Background: an optimization exercise with open tools, aiming at small area and a short achievable clock period. Do not read the settings as production practice.
Where RTL was checked, it was by simulation tests only, not by an equivalence proof against the original.
For run 1, only the layout was checked, not whether the RTL still works.
Power figures rest on the tool's default switching activity, not on a simulated workload.

## flow/design.v (module list and top-level ports; edited modules follow where they fit)
// module pipe_mul: 4646 lines
// module pm_fa: 10 lines
// module pm_ha: 9 lines
module pipe_mul #(
    parameter int XLEN   = 32,
    parameter int STAGES = 4,
    parameter int TAG_W  = 4
) (
    input  logic                clk_i,
    input  logic                rst_i,
    input  logic                req_i,
    input  logic                flush_i,
    input  logic [1:0]          op_i,
    input  logic [XLEN-1:0]     a_i,
    input  logic [XLEN-1:0]     b_i,
    input  logic [TAG_W-1:0]    tag_i,
    output logic                ready_o,
    output logic [XLEN-1:0]     result_o,
    output logic [2*XLEN-1:0]   product_o,
    output logic [TAG_W-1:0]    tag_o,
    output logic                busy_o
);
  // ...
==> flow/flow/run.sh <==
#!/bin/bash
# Standard layout with plain buf_2 port buffers and a clock tree without
# dummy loads; timing repair aims past the design's period (the SDC and its
# period are unchanged).
export BUFFER_PORTS_ARGS="-buffer_cell sky130_fd_sc_hd__buf_2"
export CTS_ARGS="-sink_clustering_enable -repair_clock_nets -sink_clustering_size 16 -sink_clustering_max_diameter 40 -buf_list {sky130_fd_sc_hd__clkbuf_4 sky130_fd_sc_hd__clkbuf_8} -dont_use_dummy_load"
bash standard.sh SETUP_SLACK_MARGIN=5.2 finish > standard.log 2>&1
==> flow/standard.sh <==
#!/bin/bash
# synth_recipe.tcl (not shown) runs the flow's synth.tcl, then flattens the netlist and writes it again
# the make line also repeats each setting of config.mk as NAME=value (left out here)
make -C /OpenROAD-flow-scripts/flow DESIGN_CONFIG=/design/flow/config.mk WORK_HOME=/design/flow/orfs CLKGATE_MAP_FILE= SYNTH_SCRIPT=/design/flow/synth_recipe.tcl "${@:-finish}"
==> flow/config.mk <==
export PLATFORM = sky130hd
export DESIGN_NAME = pipe_mul
export DESIGN_NICKNAME = pipe_mul
export VERILOG_FILES = /design/flow/design.v
export SDC_FILE = /design/flow/constraint.sdc
export NUM_CORES = 4
export LEC_CHECK = 0
export ABC_AREA = 1
export CAP_MARGIN = 20
export CORE_MARGIN = 2
export CORE_UTILIZATION = 40
export CTS_BUF_LIST = sky130_fd_sc_hd__clkbuf_4 sky130_fd_sc_hd__clkbuf_8
export CTS_CLUSTER_DIAMETER = 40
export CTS_CLUSTER_SIZE = 16
export SETUP_SLACK_MARGIN = 5
export SLEW_MARGIN = 20
export SYNTH_HIERARCHICAL = 1
==> flow/constraint.sdc <==
create_clock -name core_clock -period 8.5 [get_ports {clk_i}]
set_input_delay 1.7000 -clock core_clock [delete_from_list [all_inputs] [get_ports {clk_i}]]
set_output_delay 1.7000 -clock core_clock [all_outputs]
set_load 0.01 [all_outputs]
==> flow_summary_export.csv, run 1 <==
group,metric,value,unit
sta,slew_headroom,0.5164,
sta,setup_viol,0,
logic_synthesis,syn-num-nets,4009,
routing,first_pass_iters,7,
final_layout,multiInputGateArea,22330,µm²
floorplan,die_area,85790,µm²
pwr,power_density,383.7,nW/µm²
clock_network,postCtsHoldBufs,0,
min_path,whs_path_depth,0,
logic_synthesis,synth_cells,3342,
routing,postRouteAntennaNets,0,
critical_path,worst-path-stages,5,
final_layout,stdcell_count,4416,
critical_path,rr_worst_depth,6,
clock_network,h-tree-depth,3,
critical_path,cp_top_family,"buffers and inverters",
final_layout,multi_input_area_share,0.6129,
pwr,seqPwrFrac,0.244,
pwr,p_clk_frac,0.113,
critical_path,reg2reg_from,"r2_r1_w6",
sta,worst_pin_slew,0.7244,ns
final_layout,area_delta_synth_final,9.129,%
placed_design,portBuffers,175,
sta,max_freq,0.2937,GHz
pwr,maxPowerGroup,"combinational logic",
placed_design,placed_area,34730,µm²
sta,maxSlewViolCount,0,
placed_design,dpl_worst_slack,4.669,ns
outcome,status,"no timing/DRC/antenna violations",
floorplan,die_x,292.9,µm
final_layout,clk_share,0.02947,
grt,antenna_found_initial,7,
critical_path,path_common_cell,"buf_6",
clock_network,cts.clk_slew.worst_paths,0.09,ns
logic_synthesis,synth_cell_type_count,39,
routing,drcViolationCount,0,
clock_network,cts_num_sinks,452,
logic_synthesis,synth_fa_ha_area_frac,0.3304,
==> run 2: changes to the inputs <==
--- a/flow/design.v
+++ b/flow/design.v
@@ -4628,27 +4628,26 @@
         r3_w1643 <= w1643;
         r3_w1642 <= w1642;
         r1_w3 <= w3;
         r2_r1_w3 <= r1_w3;
         r3_r2_r1_w3 <= r2_r1_w3;
     end
     logic [63:0] w_prod;
     assign w_prod = {w2192, w2191, w2190, w2189, w2188, w2187, w2186, w2185, w2184, w2183, w2182, w2181, w2180, w2179, w2178, w2177, w2176, w2175, w2174, w2173, w2172, w2171, w2170, w2169, w2168, w2167, w2166, w2165, w2164, w2163, w2162, w2161, w2160, w2159, w2158, w2157, w2156, w2155, w2154, w2153, w2152, w2151, w2150, w2149, w2148, w2147, w2146, w2145, w2144, w2143, w2142, w2141, w1752, r3_w1655, r3_w1653, r3_w1651, r3_w1649, r3_w1647, r3_w1645, r3_r2_w1139, r3_r2_w1137, r3_r2_w1135, r3_r2_w1133, r3_r2_w1131};
-    logic w_ld, w_hold, r_sel_lo, r_sel_hi;
+    logic w_ld, w_hold, r_sel_lo;
     assign w_ld   = rst_i & r_vld[3] & ~flush_i;
     assign w_hold = rst_i & ~(r_vld[3] & ~flush_i);
     always_ff @(posedge clk_i) begin
         ready_o   <= w_ld;
         r_sel_lo  <= (r3_r2_r1_w3 & w_ld) | (r_sel_lo & w_hold);
-        r_sel_hi  <= (~r3_r2_r1_w3 & w_ld) | (r_sel_hi & w_hold);
         tag_o     <= (r_tag[3] & {4{w_ld}}) | (tag_o & {4{w_hold}});
         product_o <= (w_prod & {64{w_ld}}) | (product_o & {64{w_hold}});
     end
-    assign result_o = (product_o[31:0] & {32{r_sel_lo}}) | (product_o[63:32] & {32{r_sel_hi}});
+    assign result_o = r_sel_lo ? product_o[31:0] : product_o[63:32];
 endmodule
 module pm_fa (
     input  logic a,
     input  logic b,
     input  logic c,
     output logic s,
     output logic co
 );
==> flow/flow/run.sh (replaced) <==
#!/bin/bash
# Standard layout with plain buf_2 port buffers and a clock tree without
# dummy loads; timing repair aims past the design's period (the SDC and its
# period are unchanged).
export BUFFER_PORTS_ARGS="-buffer_cell sky130_fd_sc_hd__buf_2"
export CTS_ARGS="-sink_clustering_enable -repair_clock_nets -sink_clustering_size 20 -sink_clustering_max_diameter 40 -buf_list {sky130_fd_sc_hd__clkbuf_4 sky130_fd_sc_hd__clkbuf_8} -dont_use_dummy_load"
bash standard.sh SETUP_SLACK_MARGIN=5.25 finish > standard.log 2>&1
==> run 2 against run 1 <==
  * Cell area increased by 1.4%
  * Final cell count increased by 0.61%
  * Critical path depth unchanged
  * Critical endpoint is now result_o[3]
  * Highest routed layer is now met4
==> flow_summary_export.csv, run 2 <==
group,metric,value,unit
critical_path,critPathLaunchType,"flip-flop",
logic_synthesis,ys_top_cells_by_area,"fa_1 (29%), dfxtp_1 (27%), xor2_1 (14%)",
final_layout,top_register,"product_o",
critical_path,cp_max_fo,6,
sta,finalCriticalPeriod,3.265,ns
final_layout,top_regs,"product_o x64, r_tag x12, tag_o x4",
logic_synthesis,synthArstFlopShare,0,
floorplan,core,83290,µm²
placed_design,placed_area,34800,µm²
logic_synthesis,netlist_top_cells_count,"xor2_1 (545), o22ai_1 (522), fa_1 (481), dfxtp_1 (451), nand2_1 (292)",
logic_synthesis,synth_area_per_cell,10.02,µm²
clock_network,h-tree-depth,3,
floorplan,die_h,293.3,µm
final_layout,final_common_cell,"xor2_1",
clock_network,numCtsBuffers,69,
pwr,p_leak,16.08,nW
final_layout,area_delta_synth_final,10.40,%
logic_synthesis,synth_warnings,8,
sta,fin_ws,5.235,ns
clock_network,cts_num_sinks,451,
logic_synthesis,ys_seq_area_frac,0.2697,
floorplan,rows,106,
grt,gr-total-overflow,0,
outcome,status,"no timing/DRC/antenna violations",
clock_network,postCtsHoldBufs,0,
final_layout,largest_reg_flops,64,
logic_synthesis,yosys.area.top_type_share,0.2876,
logic_synthesis,syn_area,33480,µm²
grt,grt_start_max_net_pins,48,
sta,fin_crit_sh,0.3842,
clock_network,cts_tree,"done",
floorplan,initial_core_util,0.4020,
logic_synthesis,yosysTopAreaCell,"fa_1",
pwr,ir_worst_vdd,0.1687,mV
logic_synthesis,synth-seq-cells,451,
clock_network,cts.clk_slew.worst_paths,0.10,ns
sta,worst_pin_slew,0.9311,ns
floorplan,io_pins,176,
clock_network,cts_buffer_depth,3,
final_layout,final_cell_mix,"xor2_1 (545), o22ai_1 (522), fa_1 (480), dfxtp_1 (360), nand2_1 (284)",
sta,rsz0062_at_grt,"true",
routing,postRouteAntennaNets,0,
sta,maxSlewViolCount,0,
routing,wirelength,106400,µm
sta,tns,0,ns
clock_network,clk_latency,0.70,ns
routing,drtIter0Drc,2290,
sta,setup_viol,0,
grt,track_usage,0.2343,
pwr,power_density,378.8,nW/µm²
critical_path,crit_path_end_kind,"output port",
logic_synthesis,synth_cell_type_count,42,
floorplan,die_x,293.3,µm
logic_synthesis,synth-edff-count,0,
routing,vias,25000,
routing,wire_per_inst,23.95,µm
placed_design,dp_hpwl,66920,µm
floorplan,die_area,86030,µm²
final_layout,fin_area,36960,µm²
placed_design,place_congestion,0.8683,
placed_design,portBuffers,175,
critical_path,arrival,1.57,ns
grt,antenna_found_initial,3,
routing,routed_via_density,5.627,
critical_path,cp.required,6.80,ns
sta,hold_viol,0,
logic_synthesis,synth_most_common_cell,"xor2_1",
min_path,hold_path.class,"reg -> reg",
logic_synthesis,synth_ff_type,"dfxtp_1",
final_layout,drive_gt1_frac,0.1453,
clock_network,clockRootBuffer,"clkbuf_8",
run,max_cap_violations,0,
critical_path,critPathKind,"reg -> out",
logic_synthesis,synth_cells,3343,
logic_synthesis,syn-num-nets,4010,
sta,max_freq,0.3062,GHz
grt,first_global_vias,25270,
routing,first_pass_iters,5,
grt,grt_pass1_wl,154200,µm
routing,drcViolationCount,0,
sta,slew_headroom,0.3786,
final_layout,layout.nets,4028,
sta,skew,0.1401,ns
placed_design,dpl_worst_slack,4.277,ns
## run 2: cell types whose count changed in the layout (fill, tap and decap cells not counted), sizes merged, moves of 9 or more
| cell | previous run | this run |
|---|---|---|
| nand2 | 296 | 319 |
| o22ai | 533 | 522 |
| inv | 222 | 213 |
| buf | 236 | 247 |
## run 2: critical path, cell delays in order (launching register included)
cell and delay [ns]:
dfxtp_4 0.40, buf_6 0.14, clkbuf_16 0.15, nand2_2 0.07, o21ai_4 0.07, buf_6 0.13
## run 2: cell families after synthesis
kind of cell,synth area share
compound gates,0.1232
xor+xnor,0.1465
fa+ha+maj,0.3295
buf+inv,0.06185
flops,0.2697
simple gates,0.06932
## run 2: layout make-up
type / instances / area, µm²
sequential: 451 / 9230
timing repair buffer: 257 / 2079
fill: 7884 / 46330
clock buffer: 69 / 949.7
antenna: 4 / 10.01
tap: 1080 / 1351
multi-input combinational: 2366 / 22480
inverter: 212 / 808.3
timing repair inverter: 4 / 52.55
## run 2: routing by layer
layer  vias up  part of all wire  track usage
met1     12190              0.41       0.3144
met3       292             0.099      0.05575
met4         0             0.035      0.08960
met2      1498              0.45       0.3670
met5         -                 0            0
li1      11020                 -            -
## run 2: where the power goes
part | switching, mW | total [mW] | internal [mW]
Sequential | 0.475 | 3.39 | 2.91
Combinational | 5.26 | 9.16 | 3.90
Clock | 0.742 | 1.45 | 0.712
Total | 6.48 | 14.0 | 7.53
## run 2: per-stage QoR
| stage | hold WS [ns] | cells | util | total power, mW |
|---|---|---|---|---|
| 6_report | 0.2595 | 4443 | 0.4438 | 14.00 |
| 5_1_grt | 0.2496 | 4441 | 0.4437 | 15.32 |
| 4_1_cts | 0.2607 | 4399 | 0.4331 | 13.84 |
| 3_5_place_dp | 0.3120 | 4323 | 0.4178 | 12.30 |
| 3_3_place_gp | 0.3108 | 4323 | 0.4178 | 12.14 |
| 2_1_floorplan | 0.3096 | 3343 | - | 9.438 |
## run 2: timing repair
action / in CTS / in global routing
setup buffers: 4 / 34
pin swaps: 1 / 9
resized for setup: 91 / 76
gates cloned: 3 / 6
endpoints found under the setup margin: 143 / 66
## run 2: final timing paths
path | startpoint | to | slack (ns) | depth (start not counted)
setup / recovery | r_sel_lo | result_o[3] | 5.23 | 5
hold / removal | r1_w572 | r2_r1_w572 | 0.26 | 0
setup reg to reg | r1_w22 | r2_w1005 | 5.28 | 6
hold reg to reg | r1_w572 | r2_r1_w572 | 0.26 | 0
## run 2: Yosys stat by module (local to each module, per instance)
module / cells inside / flip-flops and latches / copies in the design / cell area, µm²
pipe_mul: 2822 / 451 / 1 / 23400
pm_fa: 1 / 0 / 475 / 20.02
pm_ha: 1 / 0 / 46 / 12.51

[static timing again, ports no longer ideal]
Ports are ideal in the flow. The routed layouts listed here were re-timed in OpenROAD. Step 1, drivers: a clkbuf_16 drives clk_i and a buf_2 each remaining input, both assumed. Step 2 moves the port delays by t, midway between the first and last clock arrival at a register: inputs arrive t later, outputs are due t later. That takes back most of the time a late clock gives input paths. a / b / c = no drivers / after step 1 / after step 2; a / b = the first two.
| run | t, ns | setup slack, ns | hold WS [ns] | worst setup path after step 2 | pins driven straight from the clock port |
|---|---|---|---|---|---|
| run 1 | 0.704 | 5.095 / 5.028 / 4.899 | 0.279 / 0.279 / 0.279 | input to register | 1 |
| run 2 | 0.688 | 5.235 / 5.176 / 5.053 | 0.260 / 0.260 / 0.260 | input to register | 1 |
After both steps setup and hold are still met in every run listed. The setup slack of run 1, which loses most, moves by -0.067 ns with the drivers and by -0.196 ns with both steps.
